What follows belongs to an exercise in optimizing a design on an open flow for small area and a short achievable clock period; a production flow would make more cautious choices.
Where RTL was checked, it was by simulation tests only, not by an equivalence proof against the original.
For run 2, only the layout was checked, not whether the RTL still works.

==> flow/design.v, too long to show whole: its modules and the start of the top module <==
// module coefficient_regs: 68 lines
// module state_chain: 22 lines
// module stage2_a: 132 lines
// module stage2_b: 255 lines
// module mul_cs: 1112 lines
// module iir_filter: 163 lines
module iir_filter (
	input  logic clk,
	input  logic rst,
	input  logic signed [14:0] data,
	input  logic data_en,
	input  logic wb_cyc,
	input  logic wb_stb,
	input  logic wb_we,
	input  logic [2:0] wb_adr,
	input  logic [31:0] wb_dat_i,
	output logic [31:0] wb_dat_o,
	output logic wb_ack,
	output logic signed [14:0] data_out,
	output logic data_out_en
);
  // ...
==> flow/flow/run.sh <==
#!/bin/bash
# The standard layout (standard.sh) with two options changed:
#  - the input and output ports are buffered with buf_2 cells instead of
#    the cell buffer_ports picks by itself
#  - clock tree synthesis inserts no dummy loads (-dont_use_dummy_load);
#    the sink clustering limits are those of config.mk
# The make output goes to standard.log; ORFS keeps each step's own log in
# orfs/logs.
set -o pipefail
export BUFFER_PORTS_ARGS="-buffer_cell sky130_fd_sc_hd__buf_2"
bash standard.sh "CTS_ARGS=-sink_clustering_enable -repair_clock_nets -dont_use_dummy_load -sink_clustering_size 30 -sink_clustering_max_diameter 60" finish > standard.log 2>&1
==> flow/standard.sh <==
#!/bin/bash
# synth_recipe.tcl (not shown) runs the flow's synth.tcl, then flattens the netlist and writes it again
# the make line also repeats each setting of config.mk as NAME=value (left out here)
make -C /OpenROAD-flow-scripts/flow DESIGN_CONFIG=/design/flow/config.mk WORK_HOME=/design/flow/orfs CLKGATE_MAP_FILE= SYNTH_SCRIPT=/design/flow/synth_recipe.tcl "${@:-finish}"
==> flow/config.mk <==
export PLATFORM = sky130hd
export DESIGN_NAME = iir_filter
export DESIGN_NICKNAME = iir_filter
export VERILOG_FILES = /design/flow/design.v
export SDC_FILE = /design/flow/constraint.sdc
export NUM_CORES = 4
export LEC_CHECK = 0
export CAP_MARGIN = 20
export CORE_MARGIN = 2
export CORE_UTILIZATION = 50
export CTS_CLUSTER_DIAMETER = 60
export CTS_CLUSTER_SIZE = 30
export SETUP_SLACK_MARGIN = 4.0
export SLEW_MARGIN = 20
==> flow/constraint.sdc <==
create_clock -name core_clock -period 8.0 [get_ports {clk}]
set_input_delay 1.6000 -clock core_clock [delete_from_list [all_inputs] [get_ports {clk}]]
set_output_delay 1.6000 -clock core_clock [all_outputs]
set_load 0.01 [all_outputs]
==> qor_table.md, run 1 <==
| Group | Result | Reported |
|---|---|---|
| run status | Outcome | finished clean |
| critical path | Buffers and inverters on the worst path | 2 |
| hold path | Hold-critical path depth | 0 |
| synth | Post-synthesis compound-gate area fraction | 6.883% |
| critical path | Family of cells with the greatest summed delay on the critical path | adder cells |
| cts | Cells resized by post-CTS repair | 49 |
| global routing | Met3 GRT Util | 3.647% |
| route | Post-detailed-routing wire length | 81.53 mm |
| global routing | Sum of overflow across all layers after global routing | 0 |
| critical path | Crit path largest cell delay | 0.53 ns |
| finish | Layout cells sized above 1 | 19.87% |
| critical path | Critical path endpoint | num[11] |
| timing | Peak clock frequency supported by timing | 249.9 MHz |
| synth | Number of warning messages in the yosys log | 3 |
| floorplanning | Total core area | 0.05924 mm^2 |
| finish | Proportion of cell area occupied by multi-input gates | 55.55% |
| finish | Diodes inserted | 1 |
| synth | Top post-synthesis cells by count | sky130_fd_sc_hd__inv_1, sky130_fd_sc_hd__fa_1, sky130_fd_sc_hd__nand2_1, sky130_fd_sc_hd__and2_1, sky130_fd_sc_hd__mux2_2 |
| critical path | Cell with the largest stage delay on the worst path | sky130_fd_sc_hd__fa_1 |
| cts | Root Driver | sky130_fd_sc_hd__clkbuf_16 |
| finish | Count of nets after finishing | 3507 |
| finish | Storage element area | 0.009751 mm^2 |
| finish | Signal buffers | 156 |
| synth | Top-count cell post-synth | sky130_fd_sc_hd__inv_1 |
==> module state_chain, before the edit <==
module state_chain (
	input  logic clk,
	input  logic rst,
	input  logic [14:0] data,
	input  logic data_en,
	input  logic [14:0] den_sum,
	output logic [14:0] w1,
	output logic [14:0] w2,
	output logic [14:0] w3
);
	always_ff @(posedge clk or posedge rst) begin
		if (rst) begin
			w1 <= '0;
			w2 <= '0;
			w3 <= '0;
		end else if (data_en) begin
			w1 <= data - den_sum;
			w2 <= w1;
			w3 <= w2;
		end
	end
endmodule
==> run 2, diff against run 1 <==
--- a/flow/design.v
+++ b/flow/design.v
@@ -31,3 +31,7 @@
 	logic access;
+	logic [24:0] rd_q;
 	logic [24:0] rd_d;
+	logic wr_q;
+	logic [2:0] adr_q;
+	logic [24:0] dat_q;
 	assign access = wb_cyc && wb_stb && !ack_q;
@@ -35,13 +39,22 @@
 	always_ff @(posedge clk or posedge rst) begin
-		if (rst) ack_q <= 1'b0;
-		else ack_q <= access;
+		if (rst) begin
+			ack_q <= 1'b0;
+			wr_q <= 1'b0;
+		end else begin
+			ack_q <= access;
+			wr_q <= wr;
+		end
+	end
+	always_ff @(posedge clk) begin
+		adr_q <= wb_adr;
+		dat_q <= wb_dat_i[24:0];
 	end
 	assign wb_ack = ack_q;
-	assign n_b0 = (wr && wb_adr == 3'd0) ? wb_dat_i[24:0] : g_b0;
-	assign n_b1 = (wr && wb_adr == 3'd1) ? wb_dat_i[24:0] : g_b1;
-	assign n_b2 = (wr && wb_adr == 3'd2) ? wb_dat_i[24:0] : g_b2;
-	assign n_b3 = (wr && wb_adr == 3'd3) ? wb_dat_i[24:0] : g_b3;
-	assign n_a1 = (wr && wb_adr == 3'd4) ? wb_dat_i[24:0] : g_a1;
-	assign n_a2 = (wr && wb_adr == 3'd5) ? wb_dat_i[24:0] : g_a2;
-	assign n_a3 = (wr && wb_adr == 3'd6) ? wb_dat_i[24:0] : g_a3;
+	assign n_b0 = (wr_q && adr_q == 3'd0) ? dat_q : g_b0;
+	assign n_b1 = (wr_q && adr_q == 3'd1) ? dat_q : g_b1;
+	assign n_b2 = (wr_q && adr_q == 3'd2) ? dat_q : g_b2;
+	assign n_b3 = (wr_q && adr_q == 3'd3) ? dat_q : g_b3;
+	assign n_a1 = (wr_q && adr_q == 3'd4) ? dat_q : g_a1;
+	assign n_a2 = (wr_q && adr_q == 3'd5) ? dat_q : g_a2;
+	assign n_a3 = (wr_q && adr_q == 3'd6) ? dat_q : g_a3;
 	always_ff @(posedge clk or posedge rst) begin
@@ -65,8 +78,4 @@
 	end
-	logic [2:0] adr_q;
-	always_ff @(posedge clk) begin
-		adr_q <= wb_adr;
-	end
 	always_comb begin
-		case (adr_q)
+		case (wb_adr)
 			3'd0: rd_d = g_b0;
@@ -80,4 +89,8 @@
 		endcase
+		if (wb_we && wb_adr != 3'd7) rd_d = wb_dat_i[24:0];
 	end
-	assign wb_dat_o = {{7{rd_d[24]}}, rd_d};
+	always_ff @(posedge clk) begin
+		rd_q <= rd_d;
+	end
+	assign wb_dat_o = {{7{rd_q[24]}}, rd_q};
 endmodule
@@ -89,3 +102,4 @@
 	input  logic data_en,
-	input  logic [14:0] den_sum,
+	input  logic [14:0] den_s,
+	input  logic [14:0] den_c,
 	output logic [14:0] w1,
@@ -94,2 +108,8 @@
 );
+	logic [14:0] den_sum;
+	den_add i_den_add (
+		.a (den_s),
+		.b (den_c),
+		.y (den_sum)
+	);
 	always_ff @(posedge clk or posedge rst) begin
@@ -108,6 +128,8 @@
 module stage2_a (
-	input  logic [14:0] hs,
-	input  logic [14:0] hc,
+	input  logic [14:0] h0,
+	input  logic [14:0] h1,
+	input  logic [14:0] h2,
 	input  logic [14:0] add0,
-	input  logic cy,
+	input  logic [14:0] add1,
+	input  logic [1:0] cy,
 	output logic [14:0] y
@@ -116,123 +138,239 @@
 	wire c2;
-	assign s1 = add0[0] ^ cy;
-	assign c2 = add0[0] & cy;
+	assign s1 = add0[0] ^ add1[0] ^ cy[0];
+	assign c2 = (add0[0] & add1[0]) | (cy[0] & (add0[0] ^ add1[0]));
 	wire s3;
 	wire c4;
-	assign s3 = add0[1] ^ hc[1];
-	assign c4 = add0[1] & hc[1];
+	assign s3 = add0[1] ^ add1[1] ^ cy[1];
+	assign c4 = (add0[1] & add1[1]) | (cy[1] & (add0[1] ^ add1[1]));
 	wire s5;
 	wire c6;
-	assign s5 = add0[2] ^ hc[2];
-	assign c6 = add0[2] & hc[2];
+	assign s5 = h0[1] ^ h1[1];
+	assign c6 = h0[1] & h1[1];
 	wire s7;
 	wire c8;
-	assign s7 = add0[3] ^ hc[3];
-	assign c8 = add0[3] & hc[3];
+	assign s7 = add0[2] ^ add1[2] ^ h0[2];
+	assign c8 = (add0[2] & add1[2]) | (h0[2] & (add0[2] ^ add1[2]));
 	wire s9;
 	wire c10;
-	assign s9 = add0[4] ^ hc[4];
-	assign c10 = add0[4] & hc[4];
+	assign s9 = h1[2] ^ h2[2];
+	assign c10 = h1[2] & h2[2];
 	wire s11;
 	wire c12;
-	assign s11 = add0[5] ^ hc[5];
-	assign c12 = add0[5] & hc[5];
+	assign s11 = add0[3] ^ add1[3] ^ h0[3];
+	assign c12 = (add0[3] & add1[3]) | (h0[3] & (add0[3] ^ add1[3]));
 	wire s13;
 	wire c14;
-	assign s13 = add0[6] ^ hc[6];
-	assign c14 = add0[6] & hc[6];
+	assign s13 = h1[3] ^ h2[3];
+	assign c14 = h1[3] & h2[3];
 	wire s15;
 	wire c16;
-	assign s15 = add0[7] ^ hc[7];
-	assign c16 = add0[7] & hc[7];
+	assign s15 = add0[4] ^ add1[4] ^ h0[4];
+	assign c16 = (add0[4] & add1[4]) | (h0[4] & (add0[4] ^ add1[4]));
 	wire s17;
 	wire c18;
-	assign s17 = add0[8] ^ hc[8];
-	assign c18 = add0[8] & hc[8];
+	assign s17 = h1[4] ^ h2[4];
+	assign c18 = h1[4] & h2[4];
 	wire s19;
 	wire c20;
-	assign s19 = add0[9] ^ hc[9];
-	assign c20 = add0[9] & hc[9];
+	assign s19 = add0[5] ^ add1[5] ^ h0[5];
+	assign c20 = (add0[5] & add1[5]) | (h0[5] & (add0[5] ^ add1[5]));
 	wire s21;
 	wire c22;
-	assign s21 = add0[10] ^ hc[10];
-	assign c22 = add0[10] & hc[10];
+	assign s21 = h1[5] ^ h2[5];
+	assign c22 = h1[5] & h2[5];
 	wire s23;
 	wire c24;
-	assign s23 = add0[11] ^ hc[11];
-	assign c24 = add0[11] & hc[11];
+	assign s23 = add0[6] ^ add1[6] ^ h0[6];
+	assign c24 = (add0[6] & add1[6]) | (h0[6] & (add0[6] ^ add1[6]));
 	wire s25;
 	wire c26;
-	assign s25 = add0[12] ^ hc[12];
-	assign c26 = add0[12] & hc[12];
+	assign s25 = h1[6] ^ h2[6];
+	assign c26 = h1[6] & h2[6];
 	wire s27;
 	wire c28;
-	assign s27 = add0[13] ^ hc[13];
-	assign c28 = add0[13] & hc[13];
+	assign s27 = add0[7] ^ add1[7] ^ h0[7];
+	assign c28 = (add0[7] & add1[7]) | (h0[7] & (add0[7] ^ add1[7]));
 	wire s29;
 	wire c30;
-	assign s29 = add0[14] ^ hc[14];
-	assign c30 = add0[14] & hc[14];
+	assign s29 = h1[7] ^ h2[7];
+	assign c30 = h1[7] & h2[7];
 	wire s31;
 	wire c32;
-	assign s31 = hc[0] ^ hs[0];
-	assign c32 = hc[0] & hs[0];
+	assign s31 = add0[8] ^ add1[8] ^ h0[8];
+	assign c32 = (add0[8] & add1[8]) | (h0[8] & (add0[8] ^ add1[8]));
 	wire s33;
 	wire c34;
-	assign s33 = hs[1] ^ c2 ^ s3;
-	assign c34 = (hs[1] & c2) | (s3 & (hs[1] ^ c2));
+	assign s33 = h1[8] ^ h2[8];
+	assign c34 = h1[8] & h2[8];
 	wire s35;
 	wire c36;
-	assign s35 = hs[2] ^ c4 ^ s5;
-	assign c36 = (hs[2] & c4) | (s5 & (hs[2] ^ c4));
+	assign s35 = add0[9] ^ add1[9] ^ h0[9];
+	assign c36 = (add0[9] & add1[9]) | (h0[9] & (add0[9] ^ add1[9]));
 	wire s37;
 	wire c38;
-	assign s37 = hs[3] ^ c6 ^ s7;
-	assign c38 = (hs[3] & c6) | (s7 & (hs[3] ^ c6));
+	assign s37 = h1[9] ^ h2[9];
+	assign c38 = h1[9] & h2[9];
 	wire s39;
 	wire c40;
-	assign s39 = hs[4] ^ c8 ^ s9;
-	assign c40 = (hs[4] & c8) | (s9 & (hs[4] ^ c8));
+	assign s39 = add0[10] ^ add1[10] ^ h0[10];
+	assign c40 = (add0[10] & add1[10]) | (h0[10] & (add0[10] ^ add1[10]));
 	wire s41;
 	wire c42;
-	assign s41 = hs[5] ^ c10 ^ s11;
-	assign c42 = (hs[5] & c10) | (s11 & (hs[5] ^ c10));
+	assign s41 = h1[10] ^ h2[10];
+	assign c42 = h1[10] & h2[10];
 	wire s43;
 	wire c44;
-	assign s43 = hs[6] ^ c12 ^ s13;
-	assign c44 = (hs[6] & c12) | (s13 & (hs[6] ^ c12));
+	assign s43 = add0[11] ^ add1[11] ^ h0[11];
+	assign c44 = (add0[11] & add1[11]) | (h0[11] & (add0[11] ^ add1[11]));
 	wire s45;
 	wire c46;
-	assign s45 = hs[7] ^ c14 ^ s15;
-	assign c46 = (hs[7] & c14) | (s15 & (hs[7] ^ c14));
+	assign s45 = h1[11] ^ h2[11];
+	assign c46 = h1[11] & h2[11];
 	wire s47;
 	wire c48;
-	assign s47 = hs[8] ^ c16 ^ s17;
-	assign c48 = (hs[8] & c16) | (s17 & (hs[8] ^ c16));
+	assign s47 = add0[12] ^ add1[12] ^ h0[12];
+	assign c48 = (add0[12] & add1[12]) | (h0[12] & (add0[12] ^ add1[12]));
 	wire s49;
 	wire c50;
-	assign s49 = hs[9] ^ c18 ^ s19;
-	assign c50 = (hs[9] & c18) | (s19 & (hs[9] ^ c18));
+	assign s49 = h1[12] ^ h2[12];
+	assign c50 = h1[12] & h2[12];
 	wire s51;
 	wire c52;
-	assign s51 = hs[10] ^ c20 ^ s21;
-	assign c52 = (hs[10] & c20) | (s21 & (hs[10] ^ c20));
+	assign s51 = add0[13] ^ add1[13] ^ h0[13];
+	assign c52 = (add0[13] & add1[13]) | (h0[13] & (add0[13] ^ add1[13]));
 	wire s53;
 	wire c54;
-	assign s53 = hs[11] ^ c22 ^ s23;
-	assign c54 = (hs[11] & c22) | (s23 & (hs[11] ^ c22));
+	assign s53 = h1[13] ^ h2[13];
+	assign c54 = h1[13] & h2[13];
 	wire s55;
 	wire c56;
-	assign s55 = hs[12] ^ c24 ^ s25;
-	assign c56 = (hs[12] & c24) | (s25 & (hs[12] ^ c24));
+	assign s55 = add0[14] ^ add1[14] ^ h0[14];
+	assign c56 = (add0[14] & add1[14]) | (h0[14] & (add0[14] ^ add1[14]));
 	wire s57;
 	wire c58;
-	assign s57 = hs[13] ^ c26 ^ s27;
-	assign c58 = (hs[13] & c26) | (s27 & (hs[13] ^ c26));
+	assign s57 = h1[14] ^ h2[14];
+	assign c58 = h1[14] & h2[14];
 	wire s59;
 	wire c60;
-	assign s59 = hs[14] ^ c28 ^ s29;
-	assign c60 = (hs[14] & c28) | (s29 & (hs[14] ^ c28));
+	assign s59 = h0[0] ^ h1[0];
+	assign c60 = h0[0] & h1[0];
+	wire s61;
+	wire c62;
+	assign s61 = h2[1] ^ c2 ^ s3;
+	assign c62 = (h2[1] & c2) | (s3 & (h2[1] ^ c2));
+	wire s63;
+	wire c64;
+	assign s63 = c4 ^ c6 ^ s7;
+	assign c64 = (c4 & c6) | (s7 & (c4 ^ c6));
+	wire s65;
+	wire c66;
+	assign s65 = c10 ^ c8 ^ s11;
+	assign c66 = (c10 & c8) | (s11 & (c10 ^ c8));
+	wire s67;
+	wire c68;
+	assign s67 = c12 ^ c14 ^ s15;
+	assign c68 = (c12 & c14) | (s15 & (c12 ^ c14));
+	wire s69;
+	wire c70;
+	assign s69 = c16 ^ c18 ^ s19;
+	assign c70 = (c16 & c18) | (s19 & (c16 ^ c18));
+	wire s71;
+	wire c72;
+	assign s71 = c20 ^ c22 ^ s23;
+	assign c72 = (c20 & c22) | (s23 & (c20 ^ c22));
+	wire s73;
+	wire c74;
+	assign s73 = c24 ^ c26 ^ s27;
+	assign c74 = (c24 & c26) | (s27 & (c24 ^ c26));
+	wire s75;
+	wire c76;
+	assign s75 = c28 ^ c30 ^ s31;
+	assign c76 = (c28 & c30) | (s31 & (c28 ^ c30));
+	wire s77;
+	wire c78;
+	assign s77 = c32 ^ c34 ^ s35;
+	assign c78 = (c32 & c34) | (s35 & (c32 ^ c34));
+	wire s79;
+	wire c80;
+	assign s79 = c36 ^ c38 ^ s39;
+	assign c80 = (c36 & c38) | (s39 & (c36 ^ c38));
+	wire s81;
+	wire c82;
+	assign s81 = c40 ^ c42 ^ s43;
+	assign c82 = (c40 & c42) | (s43 & (c40 ^ c42));
+	wire s83;
+	wire c84;
+	assign s83 = c44 ^ c46 ^ s47;
+	assign c84 = (c44 & c46) | (s47 & (c44 ^ c46));
+	wire s85;
+	wire c86;
+	assign s85 = c48 ^ c50 ^ s51;
+	assign c86 = (c48 & c50) | (s51 & (c48 ^ c50));
+	wire s87;
+	wire c88;
+	assign s87 = c52 ^ c54 ^ s55;
+	assign c88 = (c52 & c54) | (s55 & (c52 ^ c54));
+	wire s89;
+	wire c90;
+	assign s89 = h2[0] ^ s1;
+	assign c90 = h2[0] & s1;
+	wire s91;
+	wire c92;
+	assign s91 = c60 ^ s5 ^ s61;
+	assign c92 = (c60 & s5) | (s61 & (c60 ^ s5));
+	wire s93;
+	wire c94;
+	assign s93 = s9 ^ c62 ^ s63;
+	assign c94 = (s9 & c62) | (s63 & (s9 ^ c62));
+	wire s95;
+	wire c96;
+	assign s95 = s13 ^ c64 ^ s65;
+	assign c96 = (s13 & c64) | (s65 & (s13 ^ c64));
+	wire s97;
+	wire c98;
+	assign s97 = s17 ^ c66 ^ s67;
+	assign c98 = (s17 & c66) | (s67 & (s17 ^ c66));
+	wire s99;
+	wire c100;
+	assign s99 = s21 ^ c68 ^ s69;
+	assign c100 = (s21 & c68) | (s69 & (s21 ^ c68));
+	wire s101;
+	wire c102;
+	assign s101 = s25 ^ c70 ^ s71;
+	assign c102 = (s25 & c70) | (s71 & (s25 ^ c70));
+	wire s103;
+	wire c104;
+	assign s103 = s29 ^ c72 ^ s73;
+	assign c104 = (s29 & c72) | (s73 & (s29 ^ c72));
+	wire s105;
+	wire c106;
+	assign s105 = s33 ^ c74 ^ s75;
+	assign c106 = (s33 & c74) | (s75 & (s33 ^ c74));
+	wire s107;
+	wire c108;
+	assign s107 = s37 ^ c76 ^ s77;
+	assign c108 = (s37 & c76) | (s77 & (s37 ^ c76));
+	wire s109;
+	wire c110;
+	assign s109 = s41 ^ c78 ^ s79;
+	assign c110 = (s41 & c78) | (s79 & (s41 ^ c78));
+	wire s111;
+	wire c112;
+	assign s111 = s45 ^ c80 ^ s81;
+	assign c112 = (s45 & c80) | (s81 & (s45 ^ c80));
+	wire s113;
+	wire c114;
+	assign s113 = s49 ^ c82 ^ s83;
+	assign c114 = (s49 & c82) | (s83 & (s49 ^ c82));
+	wire s115;
+	wire c116;
+	assign s115 = s53 ^ c84 ^ s85;
+	assign c116 = (s53 & c84) | (s85 & (s53 ^ c84));
+	wire s117;
+	wire c118;
+	assign s117 = s57 ^ c86 ^ s87;
+	assign c118 = (s57 & c86) | (s87 & (s57 ^ c86));
 	logic [14:0] r0, r1;
-	assign r0 = {s59, s57, s55, s53, s51, s49, s47, s45, s43, s41, s39, s37, s35, s33, s31};
-	assign r1 = {c58, c56, c54, c52, c50, c48, c46, c44, c42, c40, c38, c36, c34, c32, s1};
+	assign r0 = {s117, s115, s113, s111, s109, s107, s105, s103, s101, s99, s97, s95, s93, s91, s89};
+	assign r1 = {c116, c114, c112, c110, c108, c106, c104, c102, c100, c98, c96, c94, c92, c90, s59};
 	assign y = r0 + r1;
@@ -240,10 +378,14 @@
 module stage2_b (
-	input  logic [14:0] hs,
-	input  logic [14:0] hc,
+	input  logic [14:0] h0,
+	input  logic [14:0] h1,
+	input  logic [14:0] h2,
 	input  logic [14:0] add0,
-	input  logic [14:0] hs2,
-	input  logic [14:0] hc2,
-	input  logic cy,
-	input  logic cy2,
-	output logic [14:0] y
+	input  logic [14:0] add1,
+	input  logic [14:0] g0,
+	input  logic [14:0] g1,
+	input  logic [14:0] g2,
+	input  logic [1:0] cy,
+	input  logic [1:0] gcy,
+	output logic [14:0] ys,
+	output logic [14:0] yc
 );
@@ -251,244 +393,502 @@
 	wire c2;
-	assign s1 = add0[0] ^ cy;
-	assign c2 = add0[0] & cy;
+	assign s1 = add0[0] ^ add1[0];
+	assign c2 = add0[0] & add1[0];
 	wire s3;
 	wire c4;
-	assign s3 = hc[0] ^ hs[0] ^ cy2;
-	assign c4 = (hc[0] & hs[0]) | (cy2 & (hc[0] ^ hs[0]));
+	assign s3 = add0[1] ^ add1[1] ^ cy[1];
+	assign c4 = (add0[1] & add1[1]) | (cy[1] & (add0[1] ^ add1[1]));
 	wire s5;
 	wire c6;
-	assign s5 = add0[1] ^ hc[1] ^ hs[1];
-	assign c6 = (add0[1] & hc[1]) | (hs[1] & (add0[1] ^ hc[1]));
+	assign s5 = cy[0] ^ h0[0] ^ h1[0];
+	assign c6 = (cy[0] & h0[0]) | (h1[0] & (cy[0] ^ h0[0]));
 	wire s7;
 	wire c8;
-	assign s7 = c2 ^ hc2[1];
-	assign c8 = c2 & hc2[1];
+	assign s7 = h2[0] ^ g0[0];
+	assign c8 = h2[0] & g0[0];
 	wire s9;
 	wire c10;
-	assign s9 = add0[2] ^ hc[2] ^ hs[2];
-	assign c10 = (add0[2] & hc[2]) | (hs[2] & (add0[2] ^ hc[2]));
+	assign s9 = h0[1] ^ h1[1] ^ h2[1];
+	assign c10 = (h0[1] & h1[1]) | (h2[1] & (h0[1] ^ h1[1]));
 	wire s11;
 	wire c12;
-	assign s11 = hc2[2] ^ hs2[2];
-	assign c12 = hc2[2] & hs2[2];
+	assign s11 = c2 ^ g0[1] ^ g1[1];
+	assign c12 = (c2 & g0[1]) | (g1[1] & (c2 ^ g0[1]));
 	wire s13;
 	wire c14;
-	assign s13 = add0[3] ^ hc[3] ^ hs[3];
-	assign c14 = (add0[3] & hc[3]) | (hs[3] & (add0[3] ^ hc[3]));
+	assign s13 = g2[1] ^ gcy[1];
+	assign c14 = g2[1] & gcy[1];
 	wire s15;
 	wire c16;
-	assign s15 = hc2[3] ^ hs2[3];
-	assign c16 = hc2[3] & hs2[3];
+	assign s15 = add0[2] ^ add1[2] ^ h0[2];
+	assign c16 = (add0[2] & add1[2]) | (h0[2] & (add0[2] ^ add1[2]));
 	wire s17;
 	wire c18;
-	assign s17 = add0[4] ^ hc[4] ^ hs[4];
-	assign c18 = (add0[4] & hc[4]) | (hs[4] & (add0[4] ^ hc[4]));
+	assign s17 = h1[2] ^ h2[2] ^ c4;
+	assign c18 = (h1[2] & h2[2]) | (c4 & (h1[2] ^ h2[2]));
 	wire s19;
 	wire c20;
-	assign s19 = hc2[4] ^ hs2[4];
-	assign c20 = hc2[4] & hs2[4];
+	assign s19 = g0[2] ^ g1[2] ^ g2[2];
+	assign c20 = (g0[2] & g1[2]) | (g2[2] & (g0[2] ^ g1[2]));
 	wire s21;
 	wire c22;
-	assign s21 = add0[5] ^ hc[5] ^ hs[5];
-	assign c22 = (add0[5] & hc[5]) | (hs[5] & (add0[5] ^ hc[5]));
+	assign s21 = add0[3] ^ add1[3] ^ h0[3];
+	assign c22 = (add0[3] & add1[3]) | (h0[3] & (add0[3] ^ add1[3]));
 	wire s23;
 	wire c24;
-	assign s23 = hc2[5] ^ hs2[5];
-	assign c24 = hc2[5] & hs2[5];
+	assign s23 = h1[3] ^ h2[3] ^ g0[3];
+	assign c24 = (h1[3] & h2[3]) | (g0[3] & (h1[3] ^ h2[3]));
 	wire s25;
 	wire c26;
-	assign s25 = add0[6] ^ hc[6] ^ hs[6];
-	assign c26 = (add0[6] & hc[6]) | (hs[6] & (add0[6] ^ hc[6]));
+	assign s25 = g1[3] ^ g2[3];
+	assign c26 = g1[3] & g2[3];
 	wire s27;
 	wire c28;
-	assign s27 = hc2[6] ^ hs2[6];
-	assign c28 = hc2[6] & hs2[6];
+	assign s27 = add0[4] ^ add1[4] ^ h0[4];
+	assign c28 = (add0[4] & add1[4]) | (h0[4] & (add0[4] ^ add1[4]));
 	wire s29;
 	wire c30;
-	assign s29 = add0[7] ^ hc[7] ^ hs[7];
-	assign c30 = (add0[7] & hc[7]) | (hs[7] & (add0[7] ^ hc[7]));
+	assign s29 = h1[4] ^ h2[4] ^ g0[4];
+	assign c30 = (h1[4] & h2[4]) | (g0[4] & (h1[4] ^ h2[4]));
 	wire s31;
 	wire c32;
-	assign s31 = hc2[7] ^ hs2[7];
-	assign c32 = hc2[7] & hs2[7];
+	assign s31 = g1[4] ^ g2[4];
+	assign c32 = g1[4] & g2[4];
 	wire s33;
 	wire c34;
-	assign s33 = add0[8] ^ hc[8] ^ hs[8];
-	assign c34 = (add0[8] & hc[8]) | (hs[8] & (add0[8] ^ hc[8]));
+	assign s33 = add0[5] ^ add1[5] ^ h0[5];
+	assign c34 = (add0[5] & add1[5]) | (h0[5] & (add0[5] ^ add1[5]));
 	wire s35;
 	wire c36;
-	assign s35 = hc2[8] ^ hs2[8];
-	assign c36 = hc2[8] & hs2[8];
+	assign s35 = h1[5] ^ h2[5] ^ g0[5];
+	assign c36 = (h1[5] & h2[5]) | (g0[5] & (h1[5] ^ h2[5]));
 	wire s37;
 	wire c38;
-	assign s37 = add0[9] ^ hc[9] ^ hs[9];
-	assign c38 = (add0[9] & hc[9]) | (hs[9] & (add0[9] ^ hc[9]));
+	assign s37 = g1[5] ^ g2[5];
+	assign c38 = g1[5] & g2[5];
 	wire s39;
 	wire c40;
-	assign s39 = hc2[9] ^ hs2[9];
-	assign c40 = hc2[9] & hs2[9];
+	assign s39 = add0[6] ^ add1[6] ^ h0[6];
+	assign c40 = (add0[6] & add1[6]) | (h0[6] & (add0[6] ^ add1[6]));
 	wire s41;
 	wire c42;
-	assign s41 = add0[10] ^ hc[10] ^ hs[10];
-	assign c42 = (add0[10] & hc[10]) | (hs[10] & (add0[10] ^ hc[10]));
+	assign s41 = h1[6] ^ h2[6] ^ g0[6];
+	assign c42 = (h1[6] & h2[6]) | (g0[6] & (h1[6] ^ h2[6]));
 	wire s43;
 	wire c44;
-	assign s43 = hc2[10] ^ hs2[10];
-	assign c44 = hc2[10] & hs2[10];
+	assign s43 = g1[6] ^ g2[6];
+	assign c44 = g1[6] & g2[6];
 	wire s45;
 	wire c46;
-	assign s45 = add0[11] ^ hc[11] ^ hs[11];
-	assign c46 = (add0[11] & hc[11]) | (hs[11] & (add0[11] ^ hc[11]));
+	assign s45 = add0[7] ^ add1[7] ^ h0[7];
+	assign c46 = (add0[7] & add1[7]) | (h0[7] & (add0[7] ^ add1[7]));
 	wire s47;
 	wire c48;
-	assign s47 = hc2[11] ^ hs2[11];
-	assign c48 = hc2[11] & hs2[11];
+	assign s47 = h1[7] ^ h2[7] ^ g0[7];
+	assign c48 = (h1[7] & h2[7]) | (g0[7] & (h1[7] ^ h2[7]));
 	wire s49;
 	wire c50;
-	assign s49 = add0[12] ^ hc[12] ^ hs[12];
-	assign c50 = (add0[12] & hc[12]) | (hs[12] & (add0[12] ^ hc[12]));
+	assign s49 = g1[7] ^ g2[7];
+	assign c50 = g1[7] & g2[7];
 	wire s51;
 	wire c52;
-	assign s51 = hc2[12] ^ hs2[12];
-	assign c52 = hc2[12] & hs2[12];
+	assign s51 = add0[8] ^ add1[8] ^ h0[8];
+	assign c52 = (add0[8] & add1[8]) | (h0[8] & (add0[8] ^ add1[8]));
 	wire s53;
 	wire c54;
-	assign s53 = add0[13] ^ hc[13] ^ hs[13];
-	assign c54 = (add0[13] & hc[13]) | (hs[13] & (add0[13] ^ hc[13]));
+	assign s53 = h1[8] ^ h2[8] ^ g0[8];
+	assign c54 = (h1[8] & h2[8]) | (g0[8] & (h1[8] ^ h2[8]));
 	wire s55;
 	wire c56;
-	assign s55 = hc2[13] ^ hs2[13];
-	assign c56 = hc2[13] & hs2[13];
+	assign s55 = g1[8] ^ g2[8];
+	assign c56 = g1[8] & g2[8];
 	wire s57;
 	wire c58;
-	assign s57 = add0[14] ^ hc[14] ^ hs[14];
-	assign c58 = (add0[14] & hc[14]) | (hs[14] & (add0[14] ^ hc[14]));
+	assign s57 = add0[9] ^ add1[9] ^ h0[9];
+	assign c58 = (add0[9] & add1[9]) | (h0[9] & (add0[9] ^ add1[9]));
 	wire s59;
 	wire c60;
-	assign s59 = hc2[14] ^ hs2[14];
-	assign c60 = hc2[14] & hs2[14];
+	assign s59 = h1[9] ^ h2[9] ^ g0[9];
+	assign c60 = (h1[9] & h2[9]) | (g0[9] & (h1[9] ^ h2[9]));
 	wire s61;
 	wire c62;
-	assign s61 = hc2[0] ^ hs2[0];
-	assign c62 = hc2[0] & hs2[0];
+	assign s61 = g1[9] ^ g2[9];
+	assign c62 = g1[9] & g2[9];
 	wire s63;
 	wire c64;
-	assign s63 = hs2[1] ^ s5 ^ c4;
-	assign c64 = (hs2[1] & s5) | (c4 & (hs2[1] ^ s5));
+	assign s63 = add0[10] ^ add1[10] ^ h0[10];
+	assign c64 = (add0[10] & add1[10]) | (h0[10] & (add0[10] ^ add1[10]));
 	wire s65;
 	wire c66;
-	assign s65 = c6 ^ s9 ^ c8;
-	assign c66 = (c6 & s9) | (c8 & (c6 ^ s9));
+	assign s65 = h1[10] ^ h2[10] ^ g0[10];
+	assign c66 = (h1[10] & h2[10]) | (g0[10] & (h1[10] ^ h2[10]));
 	wire s67;
 	wire c68;
-	assign s67 = c10 ^ s13 ^ c12;
-	assign c68 = (c10 & s13) | (c12 & (c10 ^ s13));
+	assign s67 = g1[10] ^ g2[10];
+	assign c68 = g1[10] & g2[10];
 	wire s69;
 	wire c70;
-	assign s69 = c14 ^ s17 ^ c16;
-	assign c70 = (c14 & s17) | (c16 & (c14 ^ s17));
+	assign s69 = add0[11] ^ add1[11] ^ h0[11];
+	assign c70 = (add0[11] & add1[11]) | (h0[11] & (add0[11] ^ add1[11]));
 	wire s71;
 	wire c72;
-	assign s71 = c18 ^ s21 ^ c20;
-	assign c72 = (c18 & s21) | (c20 & (c18 ^ s21));
+	assign s71 = h1[11] ^ h2[11] ^ g0[11];
+	assign c72 = (h1[11] & h2[11]) | (g0[11] & (h1[11] ^ h2[11]));
 	wire s73;
 	wire c74;
-	assign s73 = c22 ^ s25 ^ c24;
-	assign c74 = (c22 & s25) | (c24 & (c22 ^ s25));
+	assign s73 = g1[11] ^ g2[11];
+	assign c74 = g1[11] & g2[11];
 	wire s75;
 	wire c76;
-	assign s75 = c26 ^ s29 ^ c28;
-	assign c76 = (c26 & s29) | (c28 & (c26 ^ s29));
+	assign s75 = add0[12] ^ add1[12] ^ h0[12];
+	assign c76 = (add0[12] & add1[12]) | (h0[12] & (add0[12] ^ add1[12]));
 	wire s77;
 	wire c78;
-	assign s77 = c30 ^ s33 ^ c32;
-	assign c78 = (c30 & s33) | (c32 & (c30 ^ s33));
+	assign s77 = h1[12] ^ h2[12] ^ g0[12];
+	assign c78 = (h1[12] & h2[12]) | (g0[12] & (h1[12] ^ h2[12]));
 	wire s79;
 	wire c80;
-	assign s79 = c34 ^ s37 ^ c36;
-	assign c80 = (c34 & s37) | (c36 & (c34 ^ s37));
+	assign s79 = g1[12] ^ g2[12];
+	assign c80 = g1[12] & g2[12];
 	wire s81;
 	wire c82;
-	assign s81 = c38 ^ s41 ^ c40;
-	assign c82 = (c38 & s41) | (c40 & (c38 ^ s41));
+	assign s81 = add0[13] ^ add1[13] ^ h0[13];
+	assign c82 = (add0[13] & add1[13]) | (h0[13] & (add0[13] ^ add1[13]));
 	wire s83;
 	wire c84;
-	assign s83 = c42 ^ s45 ^ c44;
-	assign c84 = (c42 & s45) | (c44 & (c42 ^ s45));
+	assign s83 = h1[13] ^ h2[13] ^ g0[13];
+	assign c84 = (h1[13] & h2[13]) | (g0[13] & (h1[13] ^ h2[13]));
 	wire s85;
 	wire c86;
-	assign s85 = c46 ^ s49 ^ c48;
-	assign c86 = (c46 & s49) | (c48 & (c46 ^ s49));
+	assign s85 = g1[13] ^ g2[13];
+	assign c86 = g1[13] & g2[13];
 	wire s87;
 	wire c88;
-	assign s87 = c50 ^ s53 ^ c52;
-	assign c88 = (c50 & s53) | (c52 & (c50 ^ s53));
+	assign s87 = add0[14] ^ add1[14] ^ h0[14];
+	assign c88 = (add0[14] & add1[14]) | (h0[14] & (add0[14] ^ add1[14]));
 	wire s89;
 	wire c90;
-	assign s89 = c54 ^ s57 ^ c56;
-	assign c90 = (c54 & s57) | (c56 & (c54 ^ s57));
+	assign s89 = h1[14] ^ h2[14] ^ g0[14];
+	assign c90 = (h1[14] & h2[14]) | (g0[14] & (h1[14] ^ h2[14]));
 	wire s91;
 	wire c92;
-	assign s91 = s1 ^ s3;
-	assign c92 = s1 & s3;
+	assign s91 = g1[14] ^ g2[14];
+	assign c92 = g1[14] & g2[14];
 	wire s93;
 	wire c94;
-	assign s93 = c62 ^ s7 ^ s63;
-	assign c94 = (c62 & s7) | (s63 & (c62 ^ s7));
+	assign s93 = g1[0] ^ g2[0] ^ gcy[0];
+	assign c94 = (g1[0] & g2[0]) | (gcy[0] & (g1[0] ^ g2[0]));
 	wire s95;
 	wire c96;
-	assign s95 = s11 ^ c64 ^ s65;
-	assign c96 = (s11 & c64) | (s65 & (s11 ^ c64));
+	assign s95 = c6 ^ s3 ^ s9;
+	assign c96 = (c6 & s3) | (s9 & (c6 ^ s3));
 	wire s97;
 	wire c98;
-	assign s97 = s15 ^ c66 ^ s67;
-	assign c98 = (s15 & c66) | (s67 & (s15 ^ c66));
+	assign s97 = c8 ^ s11;
+	assign c98 = c8 & s11;
 	wire s99;
 	wire c100;
-	assign s99 = s19 ^ c68 ^ s69;
-	assign c100 = (s19 & c68) | (s69 & (s19 ^ c68));
+	assign s99 = c10 ^ s15 ^ c12;
+	assign c100 = (c10 & s15) | (c12 & (c10 ^ s15));
 	wire s101;
 	wire c102;
-	assign s101 = s23 ^ c70 ^ s71;
-	assign c102 = (s23 & c70) | (s71 & (s23 ^ c70));
+	assign s101 = c14 ^ s17 ^ s19;
+	assign c102 = (c14 & s17) | (s19 & (c14 ^ s17));
 	wire s103;
 	wire c104;
-	assign s103 = s27 ^ c72 ^ s73;
-	assign c104 = (s27 & c72) | (s73 & (s27 ^ c72));
+	assign s103 = c16 ^ s21 ^ c18;
+	assign c104 = (c16 & s21) | (c18 & (c16 ^ s21));
 	wire s105;
 	wire c106;
-	assign s105 = s31 ^ c74 ^ s75;
-	assign c106 = (s31 & c74) | (s75 & (s31 ^ c74));
+	assign s105 = c20 ^ s23 ^ s25;
+	assign c106 = (c20 & s23) | (s25 & (c20 ^ s23));
 	wire s107;
 	wire c108;
-	assign s107 = s35 ^ c76 ^ s77;
-	assign c108 = (s35 & c76) | (s77 & (s35 ^ c76));
+	assign s107 = c22 ^ s27 ^ c24;
+	assign c108 = (c22 & s27) | (c24 & (c22 ^ s27));
 	wire s109;
 	wire c110;
-	assign s109 = s39 ^ c78 ^ s79;
-	assign c110 = (s39 & c78) | (s79 & (s39 ^ c78));
+	assign s109 = c26 ^ s29 ^ s31;
+	assign c110 = (c26 & s29) | (s31 & (c26 ^ s29));
 	wire s111;
 	wire c112;
-	assign s111 = s43 ^ c80 ^ s81;
-	assign c112 = (s43 & c80) | (s81 & (s43 ^ c80));
+	assign s111 = c28 ^ s33 ^ c30;
+	assign c112 = (c28 & s33) | (c30 & (c28 ^ s33));
 	wire s113;
 	wire c114;
-	assign s113 = s47 ^ c82 ^ s83;
-	assign c114 = (s47 & c82) | (s83 & (s47 ^ c82));
+	assign s113 = c32 ^ s35 ^ s37;
+	assign c114 = (c32 & s35) | (s37 & (c32 ^ s35));
 	wire s115;
 	wire c116;
-	assign s115 = s51 ^ c84 ^ s85;
-	assign c116 = (s51 & c84) | (s85 & (s51 ^ c84));
+	assign s115 = c34 ^ s39 ^ c36;
+	assign c116 = (c34 & s39) | (c36 & (c34 ^ s39));
 	wire s117;
 	wire c118;
-	assign s117 = s55 ^ c86 ^ s87;
-	assign c118 = (s55 & c86) | (s87 & (s55 ^ c86));
+	assign s117 = c38 ^ s41 ^ s43;
+	assign c118 = (c38 & s41) | (s43 & (c38 ^ s41));
 	wire s119;
 	wire c120;
-	assign s119 = s59 ^ c88 ^ s89;
-	assign c120 = (s59 & c88) | (s89 & (s59 ^ c88));
-	logic [14:0] r0, r1;
-	assign r0 = {s119, s117, s115, s113, s111, s109, s107, s105, s103, s101, s99, s97, s95, s93, s91};
-	assign r1 = {c118, c116, c114, c112, c110, c108, c106, c104, c102, c100, c98, c96, c94, c92, s61};
-	assign y = r0 + r1;
+	assign s119 = c40 ^ s45 ^ c42;
+	assign c120 = (c40 & s45) | (c42 & (c40 ^ s45));
+	wire s121;
+	wire c122;
+	assign s121 = c44 ^ s47 ^ s49;
+	assign c122 = (c44 & s47) | (s49 & (c44 ^ s47));
+	wire s123;
+	wire c124;
+	assign s123 = c46 ^ s51 ^ c48;
+	assign c124 = (c46 & s51) | (c48 & (c46 ^ s51));
+	wire s125;
+	wire c126;
+	assign s125 = c50 ^ s53 ^ s55;
+	assign c126 = (c50 & s53) | (s55 & (c50 ^ s53));
+	wire s127;
+	wire c128;
+	assign s127 = c52 ^ s57 ^ c54;
+	assign c128 = (c52 & s57) | (c54 & (c52 ^ s57));
+	wire s129;
+	wire c130;
+	assign s129 = c56 ^ s59 ^ s61;
+	assign c130 = (c56 & s59) | (s61 & (c56 ^ s59));
+	wire s131;
+	wire c132;
+	assign s131 = c58 ^ s63 ^ c60;
+	assign c132 = (c58 & s63) | (c60 & (c58 ^ s63));
+	wire s133;
+	wire c134;
+	assign s133 = c62 ^ s65 ^ s67;
+	assign c134 = (c62 & s65) | (s67 & (c62 ^ s65));
+	wire s135;
+	wire c136;
+	assign s135 = c64 ^ s69 ^ c66;
+	assign c136 = (c64 & s69) | (c66 & (c64 ^ s69));
+	wire s137;
+	wire c138;
+	assign s137 = c68 ^ s71 ^ s73;
+	assign c138 = (c68 & s71) | (s73 & (c68 ^ s71));
+	wire s139;
+	wire c140;
+	assign s139 = c70 ^ s75 ^ c72;
+	assign c140 = (c70 & s75) | (c72 & (c70 ^ s75));
+	wire s141;
+	wire c142;
+	assign s141 = c74 ^ s77 ^ s79;
+	assign c142 = (c74 & s77) | (s79 & (c74 ^ s77));
+	wire s143;
+	wire c144;
+	assign s143 = c76 ^ s81 ^ c78;
+	assign c144 = (c76 & s81) | (c78 & (c76 ^ s81));
+	wire s145;
+	wire c146;
+	assign s145 = c80 ^ s83 ^ s85;
+	assign c146 = (c80 & s83) | (s85 & (c80 ^ s83));
+	wire s147;
+	wire c148;
+	assign s147 = c82 ^ s87 ^ c84;
+	assign c148 = (c82 & s87) | (c84 & (c82 ^ s87));
+	wire s149;
+	wire c150;
+	assign s149 = c86 ^ s89 ^ s91;
+	assign c150 = (c86 & s89) | (s91 & (c86 ^ s89));
+	wire s151;
+	wire c152;
+	assign s151 = s1 ^ s5;
+	assign c152 = s1 & s5;
+	wire s153;
+	wire c154;
+	assign s153 = c94 ^ s13 ^ s95;
+	assign c154 = (c94 & s13) | (s95 & (c94 ^ s13));
+	wire s155;
+	wire c156;
+	assign s155 = c96 ^ c98 ^ s101;
+	assign c156 = (c96 & c98) | (s101 & (c96 ^ c98));
+	wire s157;
+	wire c158;
+	assign s157 = c100 ^ c102 ^ s103;
+	assign c158 = (c100 & c102) | (s103 & (c100 ^ c102));
+	wire s159;
+	wire c160;
+	assign s159 = c104 ^ c106 ^ s107;
+	assign c160 = (c104 & c106) | (s107 & (c104 ^ c106));
+	wire s161;
+	wire c162;
+	assign s161 = c108 ^ c110 ^ s111;
+	assign c162 = (c108 & c110) | (s111 & (c108 ^ c110));
+	wire s163;
+	wire c164;
+	assign s163 = c112 ^ c114 ^ s115;
+	assign c164 = (c112 & c114) | (s115 & (c112 ^ c114));
+	wire s165;
+	wire c166;
+	assign s165 = c116 ^ c118 ^ s119;
+	assign c166 = (c116 & c118) | (s119 & (c116 ^ c118));
+	wire s167;
+	wire c168;
+	assign s167 = c120 ^ c122 ^ s123;
+	assign c168 = (c120 & c122) | (s123 & (c120 ^ c122));
+	wire s169;
+	wire c170;
+	assign s169 = c124 ^ c126 ^ s127;
+	assign c170 = (c124 & c126) | (s127 & (c124 ^ c126));
+	wire s171;
+	wire c172;
+	assign s171 = c128 ^ c130 ^ s131;
+	assign c172 = (c128 & c130) | (s131 & (c128 ^ c130));
+	wire s173;
+	wire c174;
+	assign s173 = c132 ^ c134 ^ s135;
+	assign c174 = (c132 & c134) | (s135 & (c132 ^ c134));
+	wire s175;
+	wire c176;
+	assign s175 = c136 ^ c138 ^ s139;
+	assign c176 = (c136 & c138) | (s139 & (c136 ^ c138));
+	wire s177;
+	wire c178;
+	assign s177 = c140 ^ c142 ^ s143;
+	assign c178 = (c140 & c142) | (s143 & (c140 ^ c142));
+	wire s179;
+	wire c180;
+	assign s179 = c144 ^ c146 ^ s147;
+	assign c180 = (c144 & c146) | (s147 & (c144 ^ c146));
+	wire s181;
+	wire c182;
+	assign s181 = s151 ^ s7;
+	assign c182 = s151 & s7;
+	wire s183;
+	wire c184;
+	assign s183 = c152 ^ s153 ^ s97;
+	assign c184 = (c152 & s153) | (s97 & (c152 ^ s153));
+	wire s185;
+	wire c186;
+	assign s185 = c154 ^ s99 ^ s155;
+	assign c186 = (c154 & s99) | (s155 & (c154 ^ s99));
+	wire s187;
+	wire c188;
+	assign s187 = s105 ^ c156 ^ s157;
+	assign c188 = (s105 & c156) | (s157 & (s105 ^ c156));
+	wire s189;
+	wire c190;
+	assign s189 = s109 ^ c158 ^ s159;
+	assign c190 = (s109 & c158) | (s159 & (s109 ^ c158));
+	wire s191;
+	wire c192;
+	assign s191 = s113 ^ c160 ^ s161;
+	assign c192 = (s113 & c160) | (s161 & (s113 ^ c160));
+	wire s193;
+	wire c194;
+	assign s193 = s117 ^ c162 ^ s163;
+	assign c194 = (s117 & c162) | (s163 & (s117 ^ c162));
+	wire s195;
+	wire c196;
+	assign s195 = s121 ^ c164 ^ s165;
+	assign c196 = (s121 & c164) | (s165 & (s121 ^ c164));
+	wire s197;
+	wire c198;
+	assign s197 = s125 ^ c166 ^ s167;
+	assign c198 = (s125 & c166) | (s167 & (s125 ^ c166));
+	wire s199;
+	wire c200;
+	assign s199 = s129 ^ c168 ^ s169;
+	assign c200 = (s129 & c168) | (s169 & (s129 ^ c168));
+	wire s201;
+	wire c202;
+	assign s201 = s133 ^ c170 ^ s171;
+	assign c202 = (s133 & c170) | (s171 & (s133 ^ c170));
+	wire s203;
+	wire c204;
+	assign s203 = s137 ^ c172 ^ s173;
+	assign c204 = (s137 & c172) | (s173 & (s137 ^ c172));
+	wire s205;
+	wire c206;
+	assign s205 = s141 ^ c174 ^ s175;
+	assign c206 = (s141 & c174) | (s175 & (s141 ^ c174));
+	wire s207;
+	wire c208;
+	assign s207 = s145 ^ c176 ^ s177;
+	assign c208 = (s145 & c176) | (s177 & (s145 ^ c176));
+	wire s209;
+	wire c210;
+	assign s209 = s149 ^ c178 ^ s179;
+	assign c210 = (s149 & c178) | (s179 & (s149 ^ c178));
+	assign ys = {s209, s207, s205, s203, s201, s199, s197, s195, s193, s191, s189, s187, s185, s183, s181};
+	assign yc = {c208, c206, c204, c202, c200, c198, c196, c194, c192, c190, c188, c186, c184, c182, s93};
+endmodule
+module den_add (
+	input  logic [14:0] a,
+	input  logic [14:0] b,
+	output logic [14:0] y
+);
+	logic [14:0] p0, g0;
+	assign p0 = a ^ b;
+	assign g0 = a & b;
+	wire g1_1 = g0[1] | (p0[1] & g0[0]);
+	wire p1_1 = p0[1] & p0[0];
+	wire g1_3 = g0[3] | (p0[3] & g0[2]);
+	wire p1_3 = p0[3] & p0[2];
+	wire g1_5 = g0[5] | (p0[5] & g0[4]);
+	wire p1_5 = p0[5] & p0[4];
+	wire g1_7 = g0[7] | (p0[7] & g0[6]);
+	wire p1_7 = p0[7] & p0[6];
+	wire g1_9 = g0[9] | (p0[9] & g0[8]);
+	wire p1_9 = p0[9] & p0[8];
+	wire g1_11 = g0[11] | (p0[11] & g0[10]);
+	wire p1_11 = p0[11] & p0[10];
+	wire g1_13 = g0[13] | (p0[13] & g0[12]);
+	wire p1_13 = p0[13] & p0[12];
+	wire g2_2 = g0[2] | (p0[2] & g1_1);
+	wire p2_2 = p0[2] & p1_1;
+	wire g2_3 = g1_3 | (p1_3 & g1_1);
+	wire p2_3 = p1_3 & p1_1;
+	wire g2_6 = g0[6] | (p0[6] & g1_5);
+	wire p2_6 = p0[6] & p1_5;
+	wire g2_7 = g1_7 | (p1_7 & g1_5);
+	wire p2_7 = p1_7 & p1_5;
+	wire g2_10 = g0[10] | (p0[10] & g1_9);
+	wire p2_10 = p0[10] & p1_9;
+	wire g2_11 = g1_11 | (p1_11 & g1_9);
+	wire p2_11 = p1_11 & p1_9;
+	wire g2_14 = g0[14] | (p0[14] & g1_13);
+	wire p2_14 = p0[14] & p1_13;
+	wire g3_4 = g0[4] | (p0[4] & g2_3);
+	wire p3_4 = p0[4] & p2_3;
+	wire g3_5 = g1_5 | (p1_5 & g2_3);
+	wire p3_5 = p1_5 & p2_3;
+	wire g3_6 = g2_6 | (p2_6 & g2_3);
+	wire p3_6 = p2_6 & p2_3;
+	wire g3_7 = g2_7 | (p2_7 & g2_3);
+	wire p3_7 = p2_7 & p2_3;
+	wire g3_12 = g0[12] | (p0[12] & g2_11);
+	wire p3_12 = p0[12] & p2_11;
+	wire g3_13 = g1_13 | (p1_13 & g2_11);
+	wire p3_13 = p1_13 & p2_11;
+	wire g3_14 = g2_14 | (p2_14 & g2_11);
+	wire p3_14 = p2_14 & p2_11;
+	wire g4_8 = g0[8] | (p0[8] & g3_7);
+	wire p4_8 = p0[8] & p3_7;
+	wire g4_9 = g1_9 | (p1_9 & g3_7);
+	wire p4_9 = p1_9 & p3_7;
+	wire g4_10 = g2_10 | (p2_10 & g3_7);
+	wire p4_10 = p2_10 & p3_7;
+	wire g4_11 = g2_11 | (p2_11 & g3_7);
+	wire p4_11 = p2_11 & p3_7;
+	wire g4_12 = g3_12 | (p3_12 & g3_7);
+	wire p4_12 = p3_12 & p3_7;
+	wire g4_13 = g3_13 | (p3_13 & g3_7);
+	wire p4_13 = p3_13 & p3_7;
+	wire g4_14 = g3_14 | (p3_14 & g3_7);
+	wire p4_14 = p3_14 & p3_7;
+	assign y[0] = p0[0];
+	assign y[1] = p0[1] ^ g0[0];
+	assign y[2] = p0[2] ^ g1_1;
+	assign y[3] = p0[3] ^ g2_2;
+	assign y[4] = p0[4] ^ g2_3;
+	assign y[5] = p0[5] ^ g3_4;
+	assign y[6] = p0[6] ^ g3_5;
+	assign y[7] = p0[7] ^ g3_6;
+	assign y[8] = p0[8] ^ g3_7;
+	assign y[9] = p0[9] ^ g4_8;
+	assign y[10] = p0[10] ^ g4_9;
+	assign y[11] = p0[11] ^ g4_10;
+	assign y[12] = p0[12] ^ g4_11;
+	assign y[13] = p0[13] ^ g4_12;
+	assign y[14] = p0[14] ^ g4_13;
 endmodule
@@ -498,5 +898,6 @@
 	input  logic [20:0] g,
-	output logic [14:0] hs,
-	output logic [14:0] hc,
-	output logic cy
+	output logic [14:0] h0,
+	output logic [14:0] h1,
+	output logic [14:0] h2,
+	output logic [1:0] cy
 );
@@ -1522,86 +1923,14 @@
 	assign c510 = (c468 & s471) | (c470 & (c468 ^ s471));
-	wire s511;
-	wire c512;
-	assign s511 = p23 ^ p3;
-	assign c512 = p23 & p3;
-	wire s513;
-	wire c514;
-	assign s513 = p43 ^ p61 ^ s475;
-	assign c514 = (p43 & p61) | (s475 & (p43 ^ p61));
-	wire s515;
-	wire c516;
-	assign s515 = c476 ^ s409 ^ s477;
-	assign c516 = (c476 & s409) | (s477 & (c476 ^ s409));
-	wire s517;
-	wire c518;
-	assign s517 = c478 ^ s413 ^ s479;
-	assign c518 = (c478 & s413) | (s479 & (c478 ^ s413));
-	wire s519;
-	wire c520;
-	assign s519 = c480 ^ s417 ^ s481;
-	assign c520 = (c480 & s417) | (s481 & (c480 ^ s417));
-	wire s521;
-	wire c522;
-	assign s521 = c482 ^ s421 ^ s483;
-	assign c522 = (c482 & s421) | (s483 & (c482 ^ s421));
-	wire s523;
-	wire c524;
-	assign s523 = s425 ^ c484 ^ s485;
-	assign c524 = (s425 & c484) | (s485 & (s425 ^ c484));
-	wire s525;
-	wire c526;
-	assign s525 = c486 ^ s429 ^ s487;
-	assign c526 = (c486 & s429) | (s487 & (c486 ^ s429));
-	wire s527;
-	wire c528;
-	assign s527 = c488 ^ s433 ^ s489;
-	assign c528 = (c488 & s433) | (s489 & (c488 ^ s433));
-	wire s529;
-	wire c530;
-	assign s529 = s437 ^ c490 ^ s491;
-	assign c530 = (s437 & c490) | (s491 & (s437 ^ c490));
-	wire s531;
-	wire c532;
-	assign s531 = s441 ^ c492 ^ s493;
-	assign c532 = (s441 & c492) | (s493 & (s441 ^ c492));
-	wire s533;
-	wire c534;
-	assign s533 = s445 ^ c494 ^ s495;
-	assign c534 = (s445 & c494) | (s495 & (s445 ^ c494));
-	wire s535;
-	wire c536;
-	assign s535 = c496 ^ s449 ^ s497;
-	assign c536 = (c496 & s449) | (s497 & (c496 ^ s449));
-	wire s537;
-	wire c538;
-	assign s537 = c498 ^ s453 ^ s499;
-	assign c538 = (c498 & s453) | (s499 & (c498 ^ s453));
-	wire s539;
-	wire c540;
-	assign s539 = s457 ^ c500 ^ s501;
-	assign c540 = (s457 & c500) | (s501 & (s457 ^ c500));
-	wire s541;
-	wire c542;
-	assign s541 = s461 ^ c502 ^ s503;
-	assign c542 = (s461 & c502) | (s503 & (s461 ^ c502));
-	wire s543;
-	wire c544;
-	assign s543 = s465 ^ c504 ^ s505;
-	assign c544 = (s465 & c504) | (s505 & (s465 ^ c504));
-	wire s545;
-	wire c546;
-	assign s545 = s469 ^ c506 ^ s507;
-	assign c546 = (s469 & c506) | (s507 & (s469 ^ c506));
-	wire s547;
-	wire c548;
-	assign s547 = s473 ^ c508 ^ s509;
-	assign c548 = (s473 & c508) | (s509 & (s473 ^ c508));
-	logic [20:0] r0, r1;
-	assign r0 = {s547, s545, s543, s541, s539, s537, s535, s533, s531, s529, s527, s525, s523, s521, s519, s517, s515, s513, s511, p2, p1};
-	assign r1 = {c546, c544, c542, c540, c538, c536, c534, c532, c530, c528, c526, c524, c522, c520, c518, c516, c514, c512, p42, p22, 1'b0};
-	logic [6:0] lo;
-	assign lo = {1'b0, r0[5:0]} + {1'b0, r1[5:0]};
-	assign cy = lo[6];
-	assign hs = r0[20:6];
-	assign hc = r1[20:6];
+	logic [20:0] r0;
+	assign r0 = {s509, s507, s505, s503, s501, s499, s497, s495, s493, s491, s489, s487, s485, s483, s481, s479, s477, s475, p23, p2, p1};
+	logic [20:0] r1;
+	assign r1 = {s473, s469, s465, s461, s457, s453, s449, s445, s441, s437, s433, s429, s425, s421, s417, s413, s409, p43, p3, p22, 1'b0};
+	logic [20:0] r2;
+	assign r2 = {c508, c506, c504, c502, c500, c498, c496, c494, c492, c490, c488, c486, c484, c482, c480, c478, c476, p61, p42, 1'b0, 1'b0};
+	logic [7:0] lo;
+	assign lo = {2'b0, r0[5:0]} + {2'b0, r1[5:0]} + {2'b0, r2[5:0]};
+	assign cy = lo[7:6];
+	assign h0 = r0[20:6];
+	assign h1 = r1[20:6];
+	assign h2 = r2[20:6];
 endmodule
@@ -1627,5 +1956,5 @@
 	logic [14:0] w1, w2, w3;
-	logic [14:0] den, num;
-	logic [14:0] ra, rb;
-	logic [14:0] ya, yb;
+	logic [14:0] den_s, den_c, num_s, num_c;
+	logic [14:0] ra, rb_s, rb_c;
+	logic [14:0] ya, yb_s, yb_c;
 	logic [4:0] s;
@@ -1664,3 +1993,4 @@
 		.data_en (data_en),
-		.den_sum (den),
+		.den_s   (den_s),
+		.den_c   (den_c),
 		.w1      (w1),
@@ -1689,13 +2019,11 @@
 	always_ff @(posedge clk) begin
-		begin
-			if (start) ga <= n_b0[20:0];
-			else if (s[0]) ga <= g_a1[20:0];
-			else if (s[1]) ga <= g_b1[20:0];
-			else ga <= '0;
-			if (start) gb <= n_a2[20:0];
-			else if (s[0]) gb <= g_a3[20:0];
-			else if (s[1]) gb <= g_b2[20:0];
-			else if (s[2]) gb <= g_b3[20:0];
-			else gb <= '0;
-		end
+		if (s[0]) ga <= n_a1[20:0];
+		else if (s[1]) ga <= n_b1[20:0];
+		else if (s[2]) ga <= '0;
+		else ga <= n_b0[20:0];
+		if (wr) gb <= (wb_adr == 3'd5) ? wb_dat_i[20:0] : n_a2[20:0];
+		else if (s[0]) gb <= n_a3[20:0];
+		else if (s[1]) gb <= n_b2[20:0];
+		else if (s[2]) gb <= n_b3[20:0];
+		else gb <= n_a2[20:0];
 	end
@@ -1706,4 +2034,4 @@
 	end
-	logic [14:0] ha_s, ha_c;
-	logic ha_y;
+	logic [14:0] ha_0, ha_1, ha_2;
+	logic [1:0] ha_y;
 	mul_cs i_mul_a (
@@ -1711,8 +2039,9 @@
 		.g  (ga),
-		.hs (ha_s),
-		.hc (ha_c),
+		.h0 (ha_0),
+		.h1 (ha_1),
+		.h2 (ha_2),
 		.cy (ha_y)
 	);
-	logic [14:0] hb_s, hb_c;
-	logic hb_y;
+	logic [14:0] hb_0, hb_1, hb_2;
+	logic [1:0] hb_y;
 	mul_cs i_mul_b (
@@ -1720,14 +2049,17 @@
 		.g  (gb),
-		.hs (hb_s),
-		.hc (hb_c),
+		.h0 (hb_0),
+		.h1 (hb_1),
+		.h2 (hb_2),
 		.cy (hb_y)
 	);
-	logic [14:0] pa_s, pa_c, pb_s, pb_c;
-	logic pa_y, pb_y;
+	logic [14:0] pa_0, pa_1, pa_2, pb_0, pb_1, pb_2;
+	logic [1:0] pa_y, pb_y;
 	always_ff @(posedge clk) begin
-		pa_s <= ha_s;
-		pa_c <= ha_c;
+		pa_0 <= ha_0;
+		pa_1 <= ha_1;
+		pa_2 <= ha_2;
 		pa_y <= ha_y;
-		pb_s <= hb_s;
-		pb_c <= hb_c;
+		pb_0 <= hb_0;
+		pb_1 <= hb_1;
+		pb_2 <= hb_2;
 		pb_y <= hb_y;
@@ -1735,6 +2067,8 @@
 	stage2_a i_stage2_a (
-		.hs   (pa_s),
-		.hc   (pa_c),
+		.h0   (pa_0),
+		.h1   (pa_1),
+		.h2   (pa_2),
 		.cy   (pa_y),
-		.add0 (num),
+		.add0 (num_s),
+		.add1 (num_c),
 		.y    (ya)
@@ -1744,10 +2078,14 @@
 	stage2_b i_stage2_b (
-		.hs   (pb_s),
-		.hc   (pb_c),
+		.h0   (pb_0),
+		.h1   (pb_1),
+		.h2   (pb_2),
 		.cy   (pb_y),
-		.hs2  (use_a ? pa_s : 15'd0),
-		.hc2  (use_a ? pa_c : 15'd0),
-		.cy2  (use_a && pa_y),
-		.add0 (rb),
-		.y    (yb)
+		.g0   (use_a ? pa_0 : 15'd0),
+		.g1   (use_a ? pa_1 : 15'd0),
+		.g2   (use_a ? pa_2 : 15'd0),
+		.gcy  (use_a ? pa_y : 2'd0),
+		.add0 (rb_s),
+		.add1 (rb_c),
+		.ys   (yb_s),
+		.yc   (yb_c)
 	);
@@ -1756,8 +2094,16 @@
 			ra <= '0;
-			den <= '0;
-			num <= '0;
+			den_s <= '0;
+			den_c <= '0;
+			num_s <= '0;
+			num_c <= '0;
 		end else begin
 			ra <= ya;
-			if (s[2]) den <= yb;
-			if (s[4]) num <= yb;
+			if (s[2]) begin
+				den_s <= yb_s;
+				den_c <= yb_c;
+			end
+			if (s[4]) begin
+				num_s <= yb_s;
+				num_c <= yb_c;
+			end
 		end
@@ -1765,4 +2111,9 @@
 	always_ff @(posedge clk) begin
-		if (s[0] || s[2]) rb <= '0;
-		else rb <= yb;
+		if (s[0] || s[2]) begin
+			rb_s <= '0;
+			rb_c <= '0;
+		end else begin
+			rb_s <= yb_s;
+			rb_c <= yb_c;
+		end
 	end
==> flow/flow/run.sh (replaced) <==
#!/bin/bash
# The standard layout (standard.sh) with one placement option changed:
# the input and output ports are buffered with buf_2 cells instead of the
# cell buffer_ports picks by itself. The make output goes to standard.log;
# ORFS keeps each step's own log in orfs/logs.
set -o pipefail
export BUFFER_PORTS_ARGS="-buffer_cell sky130_fd_sc_hd__buf_2"
bash standard.sh finish > standard.log 2>&1
--- a/flow/config.mk
+++ b/flow/config.mk
@@ -7,2 +7,3 @@
 export LEC_CHECK = 0
+export ABC_AREA = 1
 export CAP_MARGIN = 20
@@ -10,5 +11,5 @@
 export CORE_UTILIZATION = 50
-export CTS_CLUSTER_DIAMETER = 60
+export CTS_CLUSTER_DIAMETER = 75
 export CTS_CLUSTER_SIZE = 30
-export SETUP_SLACK_MARGIN = 4.0
+export SETUP_SLACK_MARGIN = 4.6
 export SLEW_MARGIN = 20
==> run 2 against run 1 <==
Effect of this change:
- clock skew down 0.019 ns
- count of clock-buffer cells in the layout up 3
- via count up 25%
- critical path type unchanged
- worst setup slack better by 0.56 ns
- worst hold slack better by 0.027 ns
- highest routed layer unchanged
==> qor_table.md, run 2 <==
| Group | Result | Reported | Delta |
|---|---|---|---|
| timing | Final critical-path share of the clock period | 43.01% | was 50.02% |
| synth | Most area-consuming cells after synthesis | sky130_fd_sc_hd__fa_1, sky130_fd_sc_hd__dfrtp_1, sky130_fd_sc_hd__dfxtp_1, sky130_fd_sc_hd__nand2_1, sky130_fd_sc_hd__inv_1 | was sky130_fd_sc_hd__fa_1, sky130_fd_sc_hd__dfrtp_1, sky130_fd_sc_hd__dfxtp_1, sky130_fd_sc_hd__dfstp_2, sky130_fd_sc_hd__mux2_2 |
| synth | Nets in the synthesized netlist | 4700 | was 3472 |
| critical path | Family of cells with the greatest summed delay on the critical path | adder cells | unchanged |
| finish | Commonest non-fill, non-tap cell in the layout | sky130_fd_sc_hd__nand2_1 | was sky130_fd_sc_hd__inv_1 |
| cts | Clock transition at the register clock pins on the worst setup and hold paths after CTS | 0.11 ns | was 0.09 ns |
| critical path | Buffers and inverters on the worst path | 3 | was 2 |
| critical path | Crit path arrival time | 3.89 ns | was 4.38 ns |
| finish | Final cell count without fillers | 5116 | was 3774 |
| critical path | Cell with the largest stage delay on the worst path | sky130_fd_sc_hd__fa_1 | unchanged |
| floorplanning | Horizontal die dimension | 267.6 um | was 249.2 um |
| run status | Outcome | finished clean | unchanged |
| cts | Root Driver | sky130_fd_sc_hd__clkbuf_16 | unchanged |
| place | Post-place instance area | 0.03596 mm^2 | was 0.03106 mm^2 |
| finish | Count of nets after finishing | 4702 | was 3507 |
| synth | Fraction of synthesis flops using an asynchronous set or reset pin | 56.51% | was 66.59% |
| timing | Peak clock frequency supported by timing | 290.6 MHz | was 249.9 MHz |
| global routing | Maximum number of pins on one net before global-route repair | 141 | was 169 |
| critical path | Critical Path Start Type | register | unchanged |
| critical path | Crit path largest cell delay | 0.53 ns | about the same |
| synth | Top-count cell post-synth | sky130_fd_sc_hd__nand2_1 | was sky130_fd_sc_hd__inv_1 |
| route | Post-detailed-routing wire length | 96.66 mm | was 81.53 mm |
| critical path | Category of the critical setup timing path | reg2reg | unchanged |
| route | Antenna viol nets, final | 0 | unchanged |
| synth | Top post-synthesis cells by count | sky130_fd_sc_hd__nand2_1, sky130_fd_sc_hd__inv_1, sky130_fd_sc_hd__fa_1, sky130_fd_sc_hd__o21ai_0, sky130_fd_sc_hd__dfxtp_1 | was sky130_fd_sc_hd__inv_1, sky130_fd_sc_hd__fa_1, sky130_fd_sc_hd__nand2_1, sky130_fd_sc_hd__and2_1, sky130_fd_sc_hd__mux2_2 |
| global routing | Sum of overflow across all layers after global routing | 0 | unchanged |
| synth | Share of the yosys chip area belonging to registers | 35.72% | was 32.23% |
| route | Routed vias/inst | 5.065 | was 5.506 |
| timing | Final setup violation count | 0 | unchanged |
| finish | Layout cells sized above 1 | 9.993% | was 19.87% |
| global routing | GRT Total Usage | 28.04% | was 26.65% |
| synth | Number of warning messages in the yosys log | 3 | unchanged |
| floorplanning | Total core area | 0.06871 mm^2 | was 0.05924 mm^2 |
run 2: repair_timing:
item | 4_1_cts | 5_1_grt
pin swaps | 3 | 17
setup buffers | 3 | 21
setup endpoints to repair | 80 | 42
gates resized for setup | 38 | 70
hold endpoints to repair | 0 | 0
run 2: through the flow:
stage | util (%) | hold WS [ns]
global placement | 52.33 | 0.3330
detailed placement | 52.33 | 0.3372
global route | 55.09 | 0.3678
finish | 55.09 | 0.3698
CTS | 54.46 | 0.3630
floorplan | - | 0.3312
run 2: area by class of cell:
type	instances	area, um^2	share of cell area (%)
timing repair buffer	160	1059	2.797
sequential	538	12460	32.93
tap	931	1165	3.077
clock buffer	40	925.9	2.446
multi-input combinational	2522	18430	48.68
clock inverter	24	419.2	1.107
antenna	2	5.005	0.01322
inverter	899	3387	8.948
run 2: kinds of logic after synthesis:
group,count (synthesis),synth area share [%]
adder cells (fa/ha/maj),490,26.01
XOR/XNOR,74,1.866
AO/OA/AOI/OAI,549,8.712
buffers and inverters,1094,11.97
AND/OR/NAND/NOR,1409,15.72
flip-flops,538,35.72
run 2: per-layer routing:
layer / share of wire, % / up-vias / GRT usage (%)
met5: 0.035 / - / 0
met4: 2.9 / 6 / 8.002
met3: 5.1 / 153 / 3.218
met2: 50 / 654 / 48.83
met1: 42 / 12730 / 36.93
li1: - / 12370 / -
run 2: final timing paths:
path	from	to	slack, ns	cells past startpoint
min in group asynchronous	rst	i_coefficient_regs.g_a1[23]	1.13	3
max reg2reg	num_c[3]	ra[14]	4.56	14
min reg2reg	s[3]	s[4]	0.37	0
max	num_c[3]	ra[14]	4.56	14
max in group asynchronous	rst	i_state_chain.w1[8]	5.51	4
min	s[3]	s[4]	0.37	0

afterwards: timing with drivers on the ports:
No port has a modelled driver above. Below, the same layouts with a new extraction and two added sets of constraints. Step 1 sets driving cells, clkbuf_16 on the clock port and buf_2 on the other inputs (assumed; they add their load-dependent delay and slew). Step 2 moves the port delays by t, midway between the first and last clock arrival at a register: inputs arrive t later, outputs are due t later. That takes back most of the time a late clock gives input paths. a / b / c = ideal ports / drivers / drivers and shift; a / b = the first two.
| run | shift t [ns] | setup WS [ns] | hold slack, ns | latest minus earliest clock arrival (ns) |
|---|---|---|---|---|
| run 1 | 0.607 | 3.998 / 3.991 / 3.691 | 0.343 / 0.343 / 0.343 | 0.090 / 0.090 |
| run 2 | 0.657 | 4.559 / 4.559 / 4.196 | 0.370 / 0.370 / 0.370 | 0.062 / 0.062 |
After both steps setup and hold are still met in every run listed. For run 2, which loses most, drivers alone change the setup slack by 0.000 ns; drivers and shift together by -0.363 ns.
